This design comes from an exercise in tuning for small area on the open sky130 flow, not from production work.
RTL that was checked went through simulation tests only; none was proved equivalent to the original.
Power is estimated from default activity; no workload was simulated. The flow treats the clock pin as an ideal source, which a real chip does not have.

==> job 6691 <==
==> flow/design.v <==
package daq_pkg;
	localparam int DATA_W     = 16;	 
	localparam int ADDR_W     = 9;	 
	localparam int N_CH       = 4;	 
	localparam int FIFO_DEPTH = 16;	 
	localparam int PERIOD_W   = 32;	 
	localparam logic [DATA_W-1:0] VERSION_WORD = 16'h1000;
	localparam int CONVST_CYC = 2;	 
	localparam int RD_CYC     = 2;	 
	localparam logic [ADDR_W-1:0] ADDR_VERSION    = 9'h000;
	localparam logic [ADDR_W-1:0] ADDR_SAMPLE_DIV = 9'h002;
	localparam logic [ADDR_W-1:0] ADDR_PHASE_L    = 9'h00A;
	localparam logic [ADDR_W-1:0] ADDR_PHASE_H    = 9'h00C;
	localparam logic [ADDR_W-1:0] ADDR_CTRL       = 9'h00E;
	localparam logic [ADDR_W-1:0] ADDR_STATUS     = 9'h014;
	localparam logic [ADDR_W-1:0] ADDR_CH_BASE    = 9'h016;	 
	typedef logic [DATA_W-1:0]   data_t;
	typedef logic [PERIOD_W-1:0] period_t;
	typedef struct packed {
		logic              cs;
		logic              we;
		logic              rd;
		logic [ADDR_W-1:0] addr;
		data_t             wdata;
	} mcu_req_t;
	typedef struct packed {
		data_t [N_CH-1:0] ch;
	} sample_set_t;
	typedef struct packed {
		logic [DATA_W-3:0] rsvd;
		logic              fifo_clr;	 
		logic              enable;	 
	} ctrl_fields_t;
	typedef union packed {
		data_t        raw;
		ctrl_fields_t f;
	} ctrl_word_u;
endpackage
`timescale 1ns/1ns
module aoi222 (
	input  logic a1, a2, b1, b2, c1, c2,
	output logic y
);
	assign y = ~(a1 & a2 | b1 & b2 | c1 & c2);
endmodule
module aoi22 (
	input  logic a1, a2, b1, b2,
	output logic y
);
	assign y = ~(a1 & a2 | b1 & b2);
endmodule
module word_andor #(
	parameter int N = 68,
	parameter int G = (N + 2) / 3	 
) (
	input  logic [N-1:0]      sel_i,
	input  logic [16*N-1:0]   data_i,
	output logic [16*G-1:0]   word_n_o	 
);
	for (genvar b = 0; b < 16; b++) begin : g_bit
		for (genvar g = 0; g < G; g++) begin : g_gate
			if (3 * g + 2 < N) begin : g_3
				aoi222 u_aoi (
					.a1 (sel_i[3 * g]),     .a2 (data_i[16 * (3 * g) + b]),
					.b1 (sel_i[3 * g + 1]), .b2 (data_i[16 * (3 * g + 1) + b]),
					.c1 (sel_i[3 * g + 2]), .c2 (data_i[16 * (3 * g + 2) + b]),
					.y  (word_n_o[16 * g + b])
				);
			end else if (3 * g + 1 < N) begin : g_2
				aoi22 u_aoi (
					.a1 (sel_i[3 * g]),     .a2 (data_i[16 * (3 * g) + b]),
					.b1 (sel_i[3 * g + 1]), .b2 (data_i[16 * (3 * g + 1) + b]),
					.y  (word_n_o[16 * g + b])
				);
			end else begin : g_1
				assign word_n_o[16 * g + b] = ~(sel_i[3 * g] & data_i[16 * (3 * g) + b]);
			end
		end
	end
endmodule
`timescale 1ns/1ns
module daq_top (
	input  logic                         AD_CLK_40M,
	input  logic                         arst_n_i,
	input  logic                         mcu_cs_n_i,
	input  logic                         mcu_we_n_i,
	input  logic                         mcu_rd_n_i,
	input  logic [daq_pkg::ADDR_W-1:0]   mcu_addr_i,
	input  daq_pkg::data_t               mcu_wdata_i,
	input  daq_pkg::data_t               adc_db_i,
	input  logic                         adc_busy_i,
	input  logic                         phase_i,
	output daq_pkg::data_t               mcu_rdata_o,
	output logic                         mcu_rvalid_o,
	output logic                         adc_convst_o,
	output logic                         adc_cs_n_o,
	output logic                         adc_rd_n_o
);
	localparam int N_CH = 4;
	logic wr_hit, rd_hit;
	assign wr_hit = ~mcu_cs_n_i & ~mcu_we_n_i;
	assign rd_hit = ~mcu_cs_n_i & ~mcu_rd_n_i;
	logic [15:0] sd_q;
	logic [15:0] ctrl_q;
	logic        enable, fifo_clr;
	always_ff @(posedge AD_CLK_40M or negedge arst_n_i) begin
		if (!arst_n_i) begin
			sd_q   <= '0;
			ctrl_q <= '0;
		end else begin
			if (wr_hit && mcu_addr_i == daq_pkg::ADDR_SAMPLE_DIV)
				sd_q <= mcu_wdata_i;
			if (wr_hit && mcu_addr_i == daq_pkg::ADDR_CTRL)
				ctrl_q <= mcu_wdata_i;
			else
				ctrl_q[1] <= 1'b0;	 
		end
	end
	assign enable   = ctrl_q[0];
	assign fifo_clr = ctrl_q[1];
	logic        ph_meta, ph_sync, ph_dly;
	logic        seen_edge, period_valid;
	logic        phase_edge;
	logic [31:0] pcnt_q;
	logic [31:0] period_q;	 
	always_ff @(posedge AD_CLK_40M or negedge arst_n_i) begin
		if (!arst_n_i) begin
			ph_meta      <= 1'b0;
			ph_sync      <= 1'b0;
			ph_dly       <= 1'b0;
			seen_edge    <= 1'b0;
			period_valid <= 1'b0;
		end else begin
			ph_meta <= phase_i;
			ph_sync <= ph_meta;
			ph_dly  <= ph_sync;
			if (phase_edge) begin
				seen_edge <= 1'b1;
				if (seen_edge)
					period_valid <= 1'b1;
			end
		end
	end
	assign phase_edge = ph_sync & ~ph_dly;
	always_ff @(posedge AD_CLK_40M) begin
		pcnt_q <= phase_edge ? 32'd1 : pcnt_q + 32'd1;
		if (phase_edge && seen_edge)
			period_q <= pcnt_q;
	end
	logic [15:0] scnt_q;
	logic        conv_valid, conv_ready;
	logic        run, advance, wrap;
	assign run     = enable & period_valid;
	assign advance = run & (~conv_valid | conv_ready);
	assign wrap    = scnt_q == sd_q;
	always_ff @(posedge AD_CLK_40M) begin
		if (phase_edge || !run)
			scnt_q <= '0;
		else if (advance)
			scnt_q <= wrap ? '0 : scnt_q + 16'd1;
	end
	always_ff @(posedge AD_CLK_40M or negedge arst_n_i) begin
		if (!arst_n_i)
			conv_valid <= 1'b0;
		else if (advance && wrap && !phase_edge)
			conv_valid <= 1'b1;
		else if (conv_valid && conv_ready)
			conv_valid <= 1'b0;
	end
	typedef enum logic [2:0] {
		S_IDLE,
		S_CONVST,
		S_WAIT_BH,
		S_WAIT_BL,
		S_READ
	} state_t;
	state_t      state_q;
	logic [1:0]  rcnt_q;
	logic [1:0]  ch_q;
	logic        sample_valid;
	logic        rd_low, rd_last;
	logic [15:0] stg_q [0:N_CH-1];	 
	assign rd_low  = (state_q == S_READ) && !rcnt_q[1];
	assign rd_last = (state_q == S_READ) && (rcnt_q == 2'd1);
	assign conv_ready   = state_q == S_IDLE;
	assign adc_convst_o = state_q != S_CONVST;
	assign adc_cs_n_o   = ~rd_low;
	assign adc_rd_n_o   = ~rd_low;
	always_ff @(posedge AD_CLK_40M or negedge arst_n_i) begin
		if (!arst_n_i) begin
			state_q      <= S_IDLE;
			rcnt_q       <= '0;
			ch_q         <= '0;
			sample_valid <= 1'b0;
		end else begin
			sample_valid <= 1'b0;
			case (state_q)
				S_IDLE: begin
					rcnt_q <= '0;
					if (conv_valid)
						state_q <= S_CONVST;
				end
				S_CONVST: begin
					rcnt_q <= rcnt_q + 2'd1;
					if (rcnt_q == 2'd1)
						state_q <= S_WAIT_BH;
				end
				S_WAIT_BH: begin
					if (adc_busy_i)
						state_q <= S_WAIT_BL;
				end
				S_WAIT_BL: begin
					ch_q   <= '0;
					rcnt_q <= '0;
					if (!adc_busy_i)
						state_q <= S_READ;
				end
				S_READ: begin
					if (rd_last && ch_q == 2'd3) begin
						state_q      <= S_IDLE;
						sample_valid <= 1'b1;
					end else if (rcnt_q == 2'd2) begin
						rcnt_q <= '0;
						ch_q   <= ch_q + 2'd1;
					end else begin
						rcnt_q <= rcnt_q + 2'd1;
					end
				end
				default: state_q <= S_IDLE;
			endcase
		end
	end
	always_ff @(posedge AD_CLK_40M) begin
		if (rd_last)
			stg_q[ch_q] <= adc_db_i;
	end
	localparam logic [63:0] INS_MASK = {
		16'b0000_0000_0000_0001,	 
		16'b0000_0001_0000_0001,	 
		16'b0000_0001_0000_0001,	 
		16'b0000_0100_0010_0001	 
	};
	logic [N_CH-1:0] fifo_ne, fifo_ovf;
	logic [17*N_CH:0]      fifo_sel;	 
	logic [16*17*N_CH+15:0] fifo_data;
	localparam int RD_G = (17 * N_CH + 3) / 3;
	logic [16*RD_G-1:0]    fifo_word_n;
	logic [15:0]           fifo_word;
	for (genvar k = 0; k < N_CH; k++) begin : g_fifo
		logic [255:0]      ring_q;	 
		logic [4:0]        cnt_q;
		logic [3:0]        hp_q;	 
		logic              ovf_q;
		logic              pend_q;	 
		logic              full, ne, pop, push, act;
		logic [3:0]        tgt;
		logic [15:0]       ins;
		logic              sel, byp;
		assign full = cnt_q[4];
		assign ne   = cnt_q != 5'd0;
		assign pop  = rd_hit && sel;
		assign push = sample_valid && !full && !fifo_clr;
		assign act  = push | pend_q;
		assign tgt  = hp_q + cnt_q[3:0] - 4'(pend_q);
		for (genvar p = 0; p < 16; p++) begin : g_ins
			if (INS_MASK[16 * k + p])
				assign ins[p] = act && tgt == 4'((p + 15) % 16);
			else
				assign ins[p] = 1'b0;
		end
		always_ff @(posedge AD_CLK_40M or negedge arst_n_i) begin
			if (!arst_n_i) begin
				cnt_q  <= '0;
				hp_q   <= '0;
				ovf_q  <= 1'b0;
				pend_q <= 1'b0;
			end else begin
				hp_q <= hp_q + 4'd1 + 4'(pop);
				if (fifo_clr) begin
					cnt_q  <= '0;
					ovf_q  <= 1'b0;
					pend_q <= 1'b0;
				end else begin
					cnt_q  <= cnt_q + 5'(push) - 5'(pop);
					pend_q <= act && ins == '0;
					if (sample_valid && full)
						ovf_q <= 1'b1;
				end
			end
		end
		always_ff @(posedge AD_CLK_40M) begin
			for (int p = 0; p < 16; p++)
				ring_q[16 * p +: 16] <= ins[p] ? stg_q[k] : ring_q[16 * ((p + 15) % 16) +: 16];
		end
		assign sel = mcu_addr_i == 9'(daq_pkg::ADDR_CH_BASE + 2 * k) && ne;
		assign byp = pend_q && cnt_q == 5'd1;
		for (genvar p = 0; p < 16; p++) begin : g_sel
			assign fifo_sel[17 * k + p]        = sel && !byp && hp_q == 4'(p);
			assign fifo_data[16 * (17 * k + p) +: 16] = ring_q[16 * p +: 16];
		end
		assign fifo_sel[17 * k + 16]             = sel && byp;
		assign fifo_data[16 * (17 * k + 16) +: 16] = stg_q[k];
		assign fifo_ne[k]  = ne;
		assign fifo_ovf[k] = ovf_q;
	end
	assign fifo_sel[17 * N_CH] = mcu_addr_i == daq_pkg::ADDR_SAMPLE_DIV;
	assign fifo_data[16 * 17 * N_CH +: 16] = sd_q;
	word_andor #(.N(17 * N_CH + 1)) u_fifo_rd (
		.sel_i  (fifo_sel),
		.data_i (fifo_data),
		.word_n_o (fifo_word_n)
	);
	always_comb begin
		fifo_word = '0;
		for (int g = 0; g < RD_G; g++)
			fifo_word = fifo_word | ~fifo_word_n[16 * g +: 16];
	end
	logic [15:0] rd_word;
	always_comb begin
		case (mcu_addr_i)
			daq_pkg::ADDR_VERSION:    rd_word = daq_pkg::VERSION_WORD;
			daq_pkg::ADDR_PHASE_L:    rd_word = period_valid ? period_q[15:0] : '0;
			daq_pkg::ADDR_PHASE_H:    rd_word = period_valid ? period_q[31:16] : '0;
			daq_pkg::ADDR_CTRL:       rd_word = ctrl_q;
			daq_pkg::ADDR_STATUS:     rd_word = {7'd0, ~period_valid, fifo_ovf, fifo_ne};
			default:                  rd_word = '0;
		endcase
		rd_word = rd_word | fifo_word;
	end
	always_ff @(posedge AD_CLK_40M or negedge arst_n_i) begin
		if (!arst_n_i)
			mcu_rvalid_o <= 1'b0;
		else
			mcu_rvalid_o <= rd_hit;
	end
	always_ff @(posedge AD_CLK_40M) begin
		mcu_rdata_o <= rd_word;
	end
endmodule
==> flow/flow/run.sh <==
#!/bin/bash
# Standard layout with a leaner clock tree (no dummy loads, larger sink
# clusters) and single-drive port buffers. Each tool's output is in
# orfs/logs/; the make output is in flow_make.log.
set -euo pipefail
export CTS_ARGS="-sink_clustering_enable -repair_clock_nets -dont_use_dummy_load -sink_clustering_size 25 -sink_clustering_max_diameter 80"
export BUFFER_PORTS_ARGS="-buffer_cell sky130_fd_sc_hd__buf_1"
bash standard.sh > flow_make.log 2>&1
==> flow/standard.sh <==
#!/bin/bash
# synth_recipe.tcl (not shown) runs the flow's synth.tcl, then flattens the netlist and writes it again
# the make line also repeats each setting of config.mk as NAME=value (left out here)
make -C /OpenROAD-flow-scripts/flow DESIGN_CONFIG=/design/flow/config.mk WORK_HOME=/design/flow/orfs CLKGATE_MAP_FILE= SYNTH_SCRIPT=/design/flow/synth_recipe.tcl "${@:-finish}"
==> flow/config.mk <==
export PLATFORM = sky130hd
export DESIGN_NAME = daq_top
export DESIGN_NICKNAME = daq_top
export VERILOG_FILES = /design/flow/design.v
export SDC_FILE = /design/flow/constraint.sdc
export NUM_CORES = 4
export LEC_CHECK = 0
export CAP_MARGIN = 20
export CORE_MARGIN = 2
export CORE_UTILIZATION = 40
export SLEW_MARGIN = 20
export SYNTH_HIERARCHICAL = 1
==> flow/constraint.sdc <==
create_clock -name core_clock -period 10.0 [get_ports {AD_CLK_40M}]
set_input_delay 2.0000 -clock core_clock [delete_from_list [all_inputs] [get_ports {AD_CLK_40M}]]
set_output_delay 2.0000 -clock core_clock [all_outputs]
set_load 0.01 [all_outputs]
==> job 1868: changes against job 6691 <==
--- a/flow/design.v
+++ b/flow/design.v
@@ -37,48 +37,6 @@
 	} ctrl_word_u;
 endpackage
 `timescale 1ns/1ns
-module aoi222 (
-	input  logic a1, a2, b1, b2, c1, c2,
-	output logic y
-);
-	assign y = ~(a1 & a2 | b1 & b2 | c1 & c2);
-endmodule
-module aoi22 (
-	input  logic a1, a2, b1, b2,
-	output logic y
-);
-	assign y = ~(a1 & a2 | b1 & b2);
-endmodule
-module word_andor #(
-	parameter int N = 68,
-	parameter int G = (N + 2) / 3	 
-) (
-	input  logic [N-1:0]      sel_i,
-	input  logic [16*N-1:0]   data_i,
-	output logic [16*G-1:0]   word_n_o	 
-);
-	for (genvar b = 0; b < 16; b++) begin : g_bit
-		for (genvar g = 0; g < G; g++) begin : g_gate
-			if (3 * g + 2 < N) begin : g_3
-				aoi222 u_aoi (
-					.a1 (sel_i[3 * g]),     .a2 (data_i[16 * (3 * g) + b]),
-					.b1 (sel_i[3 * g + 1]), .b2 (data_i[16 * (3 * g + 1) + b]),
-					.c1 (sel_i[3 * g + 2]), .c2 (data_i[16 * (3 * g + 2) + b]),
-					.y  (word_n_o[16 * g + b])
-				);
-			end else if (3 * g + 1 < N) begin : g_2
-				aoi22 u_aoi (
-					.a1 (sel_i[3 * g]),     .a2 (data_i[16 * (3 * g) + b]),
-					.b1 (sel_i[3 * g + 1]), .b2 (data_i[16 * (3 * g + 1) + b]),
-					.y  (word_n_o[16 * g + b])
-				);
-			end else begin : g_1
-				assign word_n_o[16 * g + b] = ~(sel_i[3 * g] & data_i[16 * (3 * g) + b]);
-			end
-		end
-	end
-endmodule
-`timescale 1ns/1ns
 module daq_top (
 	input  logic                         AD_CLK_40M,
 	input  logic                         arst_n_i,
@@ -241,11 +199,7 @@
 		16'b0000_0100_0010_0001	 
 	};
 	logic [N_CH-1:0] fifo_ne, fifo_ovf;
-	logic [17*N_CH:0]      fifo_sel;	 
-	logic [16*17*N_CH+15:0] fifo_data;
-	localparam int RD_G = (17 * N_CH + 3) / 3;
-	logic [16*RD_G-1:0]    fifo_word_n;
-	logic [15:0]           fifo_word;
+	logic [15:0]     fifo_rd [0:N_CH-1];	 
 	for (genvar k = 0; k < N_CH; k++) begin : g_fifo
 		logic [255:0]      ring_q;	 
 		logic [4:0]        cnt_q;
@@ -255,6 +209,7 @@
 		logic              full, ne, pop, push, act;
 		logic [3:0]        tgt;
 		logic [15:0]       ins;
+		logic [15:0]       head;
 		logic              sel, byp;
 		assign full = cnt_q[4];
 		assign ne   = cnt_q != 5'd0;
@@ -294,38 +249,28 @@
 		end
 		assign sel = mcu_addr_i == 9'(daq_pkg::ADDR_CH_BASE + 2 * k) && ne;
 		assign byp = pend_q && cnt_q == 5'd1;
-		for (genvar p = 0; p < 16; p++) begin : g_sel
-			assign fifo_sel[17 * k + p]        = sel && !byp && hp_q == 4'(p);
-			assign fifo_data[16 * (17 * k + p) +: 16] = ring_q[16 * p +: 16];
+		always_comb begin
+			head = (sel && byp) ? stg_q[k] : '0;
+			for (int p = 0; p < 16; p++)
+				if (sel && !byp && hp_q == 4'(p))
+					head = head | ring_q[16 * p +: 16];
 		end
-		assign fifo_sel[17 * k + 16]             = sel && byp;
-		assign fifo_data[16 * (17 * k + 16) +: 16] = stg_q[k];
 		assign fifo_ne[k]  = ne;
 		assign fifo_ovf[k] = ovf_q;
-	end
-	assign fifo_sel[17 * N_CH] = mcu_addr_i == daq_pkg::ADDR_SAMPLE_DIV;
-	assign fifo_data[16 * 17 * N_CH +: 16] = sd_q;
-	word_andor #(.N(17 * N_CH + 1)) u_fifo_rd (
-		.sel_i  (fifo_sel),
-		.data_i (fifo_data),
-		.word_n_o (fifo_word_n)
-	);
-	always_comb begin
-		fifo_word = '0;
-		for (int g = 0; g < RD_G; g++)
-			fifo_word = fifo_word | ~fifo_word_n[16 * g +: 16];
+		assign fifo_rd[k]  = head;
 	end
 	logic [15:0] rd_word;
 	always_comb begin
 		case (mcu_addr_i)
 			daq_pkg::ADDR_VERSION:    rd_word = daq_pkg::VERSION_WORD;
+			daq_pkg::ADDR_SAMPLE_DIV: rd_word = sd_q;
 			daq_pkg::ADDR_PHASE_L:    rd_word = period_valid ? period_q[15:0] : '0;
 			daq_pkg::ADDR_PHASE_H:    rd_word = period_valid ? period_q[31:16] : '0;
 			daq_pkg::ADDR_CTRL:       rd_word = ctrl_q;
 			daq_pkg::ADDR_STATUS:     rd_word = {7'd0, ~period_valid, fifo_ovf, fifo_ne};
 			default:                  rd_word = '0;
 		endcase
-		rd_word = rd_word | fifo_word;
+		rd_word = rd_word | fifo_rd[0] | fifo_rd[1] | fifo_rd[2] | fifo_rd[3];
 	end
 	always_ff @(posedge AD_CLK_40M or negedge arst_n_i) begin
 		if (!arst_n_i)
==> flow/flow/run.sh (replaced) <==
#!/bin/bash
# Standard layout with a leaner clock tree (no dummy loads, larger sink
# clusters) and single-drive port buffers. Each tool's output is in
# orfs/logs/; the make output is in flow_make.log.
set -euo pipefail
export CTS_ARGS="-sink_clustering_enable -repair_clock_nets -dont_use_dummy_load -sink_clustering_size 30 -sink_clustering_max_diameter 100"
export BUFFER_PORTS_ARGS="-buffer_cell sky130_fd_sc_hd__buf_1"
bash standard.sh > flow_make.log 2>&1
- SYNTH_HIERARCHICAL: 1 -> default
==> comparison <==
- Job 1868 went through all stages and came out clean. Job 6691 passed the timing, design-rule and antenna checks.
- Between job 6691 and job 1868, the lower clock power is in job 1868 (gap about 3%, measured against job 1868).
- In job 6691 the critical path depth is higher than in job 1868, by 5.
- Design area: job 1868 is higher than job 6691 (9.3%).
- Of job 6691 and job 1868, job 1868 has the higher maximum frequency (gap 11%, measured against job 1868).
- Sequential share of layout area: job 6691 is higher than job 1868 (5.5 points).
- Against job 1868, the global-route usage of job 6691 is lower by 7.4 points.
==> figures <==
	job 1868	job 6691
Result of the run	complete, no violations	complete, no violations
Non-clock buffer area fraction after layout	2.573%	1.886%
Detailed router's first-iteration violation count	5122	4610
Vias in the first global route	29250	24410
Total wire length	175100 microns	123000 microns
Worst setup path start	mcu_addr_i[2]	mcu_addr_i[0]
Mean area per synthesized cell	12.18 sq um	14.09 sq um
Clock slew at the register clock pins of the worst setup and hold paths	110 ps	100 ps
Fin util	44.26%	44.34%
Share of the clock period used by the worst path after layout	52.33%	58.69%
Power in combinational cells	1.27 mW	0.753 mW
Number of cells on the critical path	8	13
Met1 Wirelength	70820 microns	51410 microns
The RTL of job 1868 was laid out without a check of its function.

-- static timing again, ports no longer ideal --
The results above use ideal ports. As a check the final layouts listed here were re-extracted and re-timed, cells and wires unchanged. Step 1: set_driving_cell puts a clkbuf_16 on AD_CLK_40M and a buf_2 on each other input, an assumption about the parent block. Step 2 moves the port delays by t, midway between the first and last clock arrival at a register: inputs arrive t later, outputs are due t later. That takes back most of the time a late clock gives input paths. Three values: ideal ports, drivers, drivers and shift; two values: the first two.
| run | shift t [ns] | slack for setup (ns) | worst data-port slew with drivers (ns) |
|---|---|---|---|
| job 6691 | 0.713 | 4.131 / 4.171 / 3.458 | 0.05 |
| job 1868 | 0.734 | 4.767 / 4.770 / 4.036 | 0.06 |
After both steps setup and hold are still met in every run listed. For job 1868, which loses most, drivers alone change the setup slack by +0.003 ns; drivers and shift together by -0.731 ns.
